This is an optimization exercise on Yosys and OpenROAD, whose aim is small area and a short achievable clock period, not a production implementation.
Where RTL was checked, it was by simulation tests only, not by an equivalence proof against the original.
Power figures rest on the tool's default switching activity, not on a simulated workload.

Design stereo_cap_top, start of the top module:
module stereo_cap_top (
	input  logic                    clk_25_2m,
	input  logic                    reset,
	input  logic                    cam1_vsync,
	input  logic                    cam1_href,
	input  video_pkg::cam_byte_t    cam1_data,
	input  logic                    cam2_vsync,
	input  logic                    cam2_href,
	input  video_pkg::cam_byte_t    cam2_data,
	output logic                    hdmi_de,
	output logic                    hdmi_hs,
	output logic                    hdmi_vs,
	output video_pkg::pixel_t       hdmi_d
);
	logic                 wr_valid_1, wr_ready_1, wr_valid_2, wr_ready_2;
	logic [5:0]           wr_addr_1, wr_addr_2, rd_addr;
	logic [15:0]          wr_data_1, wr_data_2, rd_data, pixel;
	logic                 cam1_done, cam2_done;
	logic                 rd_req_valid, rd_req_ready, rd_data_valid;
	logic                 timing_run, de, hs, vs;
	logic [15:0]          d565;              
	cam_capture #(.BASE(6'd0)) capture_cam1 (
		.clk_25_2m (clk_25_2m), .reset (reset),
		.vsync (cam1_vsync), .href (cam1_href), .data (cam1_data),
		.wr_ready (wr_ready_1), .wr_valid_nx (wr_valid_1),
		.wr_addr (wr_addr_1), .wr_data (wr_data_1), .frame_done (cam1_done)
	);
	cam_capture #(.BASE(6'd32)) capture_cam2 (
		.clk_25_2m (clk_25_2m), .reset (reset),
		.vsync (cam2_vsync), .href (cam2_href), .data (cam2_data),
		.wr_ready (wr_ready_2), .wr_valid_nx (wr_valid_2),
		.wr_addr (wr_addr_2), .wr_data (wr_data_2), .frame_done (cam2_done)
	);
	frame_mem_arbiter mem_arb (
		.clk_25_2m (clk_25_2m), .reset (reset),
		.wr_valid_1 (wr_valid_1), .wr_addr_1 (wr_addr_1), .wr_data_1 (wr_data_1),
		.wr_valid_2 (wr_valid_2), .wr_addr_2 (wr_addr_2), .wr_data_2 (wr_data_2),
		.rd_req_valid (rd_req_valid), .rd_addr (rd_addr),
		.wr_ready_1 (wr_ready_1), .wr_ready_2 (wr_ready_2), .rd_req_ready (rd_req_ready),
		.rd_data_valid (rd_data_valid), .rd_data (rd_data)
	);
	display_reader reader (
		.clk_25_2m (clk_25_2m), .reset (reset),
		.cam1_done (cam1_done), .cam2_done (cam2_done),
		.rd_req_ready (rd_req_ready), .rd_data_valid (rd_data_valid), .rd_data (rd_data),
		.pixel_req (de), .rd_req_valid (rd_req_valid), .rd_addr (rd_addr),
  ...
Size in the first run: roughly 2900 cells after synthesis, roughly 1600 flip-flops, ~49 I/O pins.
==> module frame_mem_arbiter, before the edit <==
module frame_mem_arbiter (
	input  logic        clk_25_2m,
	input  logic        reset,
	input  logic        wr_valid_1,      
	input  logic [5:0]  wr_addr_1,
	input  logic [15:0] wr_data_1,
	input  logic        wr_valid_2,
	input  logic [5:0]  wr_addr_2,
	input  logic [15:0] wr_data_2,
	input  logic        rd_req_valid,
	input  logic [5:0]  rd_addr,
	output logic        wr_ready_1,
	output logic        wr_ready_2,
	output logic        rd_req_ready,
	output logic        rd_data_valid,
	output logic [15:0] rd_data
);
	logic [15:0] mem [64];
	logic [2:0]  last;                   
	logic [2:0]  last_nx;
	logic [2:0]  g, g_nx;                
	logic        v1, v2, vd;
	logic        we;
	logic [5:0]  waddr;
	logic [15:0] wdata;
	assign v1 = wr_valid_1;
	assign v2 = wr_valid_2;
	assign vd = rd_req_valid;
	assign last_nx = !reset ? 3'b100 : ((g != 3'b000) ? g : last);
	assign g_nx[0] = v1 && (last_nx[2] || (last_nx[1] && !vd) || (last_nx[0] && !v2 && !vd));
	assign g_nx[1] = v2 && (last_nx[0] || (last_nx[2] && !v1) || (last_nx[1] && !vd && !v1));
	assign g_nx[2] = vd && (last_nx[1] || (last_nx[0] && !v2) || (last_nx[2] && !v1 && !v2));
	always_ff @(posedge clk_25_2m) begin
		last <= last_nx;
		g    <= g_nx;
		if (!reset)
			rd_data_valid <= 1'b0;
		else
			rd_data_valid <= g[2];
	end
	assign wr_ready_1   = g[0];
	assign wr_ready_2   = g[1];
	assign rd_req_ready = g[2];
	assign we    = wr_ready_1 || wr_ready_2;
	assign waddr = wr_ready_1 ? wr_addr_1 : wr_addr_2;
	assign wdata = wr_ready_1 ? wr_data_1 : wr_data_2;
	always_ff @(posedge clk_25_2m) begin
		if (we)
			mem[waddr] <= wdata;
	end
	assign rd_data = mem[rd_addr];
endmodule
==> module display_reader, before the edit <==
module display_reader (
	input  logic        clk_25_2m,
	input  logic        reset,
	input  logic        cam1_done,
	input  logic        cam2_done,
	input  logic        rd_req_ready,
	input  logic        rd_data_valid,
	input  logic [15:0] rd_data,
	input  logic        pixel_req,
	output logic        rd_req_valid,    
	output logic [5:0]  rd_addr,         
	output logic        timing_run,
	output logic [15:0] pixel
);
	logic        fetch_en, fetch_nx;
	logic        reads_done;
	logic [3:0]  rx;
	logic [1:0]  ry;
	logic [2:0]  wp, rp;
	logic [3:0]  cnt, cnt_nx;
	logic [15:0] pd [8];
	assign rd_addr = {rx[3], ry, rx[2:0]};
	always_ff @(posedge clk_25_2m) begin
		if (!reset) begin
			rx <= 4'd15;
			ry <= 2'd3;
		end else if (rd_req_ready) begin
			rx <= rx + 1'b1;
			if (rx == 4'd15)
				ry <= ry + 1'b1;
		end
	end
	assign fetch_nx = fetch_en || (cam1_done && cam2_done);
	assign rd_req_valid = reset && fetch_nx && ({1'b0, cnt_nx} + {4'b0, rd_req_ready} < 5'd8);
	always_ff @(posedge clk_25_2m) begin
		if (!reset) begin
			fetch_en   <= 1'b0;
			reads_done <= 1'b0;
			timing_run <= 1'b0;
		end else begin
			fetch_en <= fetch_nx;
			if (rd_req_ready && rx == 4'd14 && ry == 2'd3)
				reads_done <= 1'b1;
			if (fetch_en && (cnt == 4'd8 || reads_done))
				timing_run <= 1'b1;
		end
	end
	always_ff @(posedge clk_25_2m) begin
		if (rd_data_valid)
			pd[wp] <= rd_data;
	end
	always_comb begin
		cnt_nx = cnt;
		if (rd_data_valid && !pixel_req)
			cnt_nx = cnt + 1'b1;
		else if (!rd_data_valid && pixel_req)
			cnt_nx = cnt - 1'b1;
	end
	always_ff @(posedge clk_25_2m) begin
		if (!reset) begin
			wp           <= '0;
			rp           <= '0;
			cnt          <= '0;
		end else begin
			if (rd_data_valid)
				wp <= wp + 1'b1;
			if (pixel_req)
				rp <= rp + 1'b1;
			cnt <= cnt_nx;
		end
	end
	assign pixel = pd[rp];
endmodule
clock: 8.0 ns
lec_check: 0
cap_margin: 20
core_margin: 2
core_utilization: 55
cts_buf_list: sky130_fd_sc_hd__clkbuf_16
cts_cluster_diameter: 80
cts_cluster_size: 28
slew_margin: 20
standard.sh (not shown) runs the stock make flow with config.mk's settings and CLKGATE_MAP_FILE= SYNTH_SCRIPT=/design/flow/synth_recipe.tcl, a recipe that flattens the netlist after the stock synthesis.
==> flow/flow/run.sh <==
#!/bin/bash
set -euo pipefail
MARGIN=$(cat flow/margin.txt)
EXTRA=()
if [[ -f flow/extra.txt ]]; then
	while IFS= read -r line; do
		[[ -n "$line" ]] && EXTRA+=("$line")
	done < flow/extra.txt
fi
bash standard.sh \
	MATCH_CELL_FOOTPRINT=0 \
	SETUP_SLACK_MARGIN=$MARGIN \
	"BUFFER_PORTS_ARGS=-buffer_cell sky130_fd_sc_hd__buf_4" \
	"${EXTRA[@]}" \
	finish > make_finish.log 2>&1
==> flow/flow/extra.txt <==
CTS_ARGS=-sink_clustering_enable -repair_clock_nets -sink_clustering_size 28 -sink_clustering_max_diameter 80 -buf_list sky130_fd_sc_hd__clkbuf_16 -dont_use_dummy_load
==> flow/flow/margin.txt <==
5.2
The baseline completed without violations.
Next try:
--- a/flow/design.v
+++ b/flow/design.v
@@ -174,11 +174,15 @@
 	assign wdata = wr_ready_1 ? wr_data_1 : wr_data_2;
 	always_ff @(posedge clk_25_2m) begin
 		if (we)
 			mem[waddr] <= wdata;
 	end
-	assign rd_data = mem[rd_addr];
+	logic [5:0] ra_q;
+	always_ff @(posedge clk_25_2m) begin
+		ra_q <= rd_addr;
+	end
+	assign rd_data = mem[ra_q];
 endmodule
 module video_timing (
 	input  logic clk_25_2m,
 	input  logic reset,
 	input  logic run,
@@ -230,11 +234,11 @@
 	input  logic        rd_req_ready,
 	input  logic        rd_data_valid,
 	input  logic [15:0] rd_data,
 	input  logic        pixel_req,
 	output logic        rd_req_valid,    
-	output logic [5:0]  rd_addr,         
+	output logic [5:0]  rd_addr,
 	output logic        timing_run,
 	output logic [15:0] pixel
 );
 	logic        fetch_en, fetch_nx;
 	logic        reads_done;
@@ -244,12 +248,12 @@
 	logic [3:0]  cnt, cnt_nx;
 	logic [15:0] pd [8];
 	assign rd_addr = {rx[3], ry, rx[2:0]};
 	always_ff @(posedge clk_25_2m) begin
 		if (!reset) begin
-			rx <= 4'd15;
-			ry <= 2'd3;
+			rx <= '0;
+			ry <= '0;
 		end else if (rd_req_ready) begin
 			rx <= rx + 1'b1;
 			if (rx == 4'd15)
 				ry <= ry + 1'b1;
 		end
@@ -261,11 +265,11 @@
 			fetch_en   <= 1'b0;
 			reads_done <= 1'b0;
 			timing_run <= 1'b0;
 		end else begin
 			fetch_en <= fetch_nx;
-			if (rd_req_ready && rx == 4'd14 && ry == 2'd3)
+			if (rd_req_ready && rx == 4'd15 && ry == 2'd3)
 				reads_done <= 1'b1;
 			if (fetch_en && (cnt == 4'd8 || reads_done))
 				timing_run <= 1'b1;
 		end
 	end
- clock power went down by about 1%
- final area stays flat
- critical path depth went up by 4
- die area hardly moves
- routed wire length went down by about 0.4%
- hold slack is worse by 0.096 ns
Function not checked in the first run of this note: the RTL went through the layout flow alone.

==> afterwards: timing with drivers on the ports <==
How much do the figures lean on ideal ports? The routed layouts below were timed once more, with nothing changed but the port constraints. Step 1, drivers: a clkbuf_16 drives clk_25_2m and a buf_2 each remaining input, both assumed. Step 2 times the ports against the registers' clock, not the clock port: input delays grow and output delays shrink by t, the midpoint of the rising clock arrivals with the driver on. Slacks: ideal ports / drivers / drivers and shift; pairs: ideal ports / drivers.
run | t (ns) | setup WS [ns] | worst register clock-pin slew, ns
the first run | 0.726 | 5.146 / 5.142 / 4.426 | 0.11 / 0.11
the second run | 0.736 | 5.184 / 5.153 / 4.568 | 0.11 / 0.11
After both steps every run listed still meets setup and hold. For the first run, which loses most, drivers alone change the setup slack by -0.004 ns; drivers and shift together by -0.720 ns.
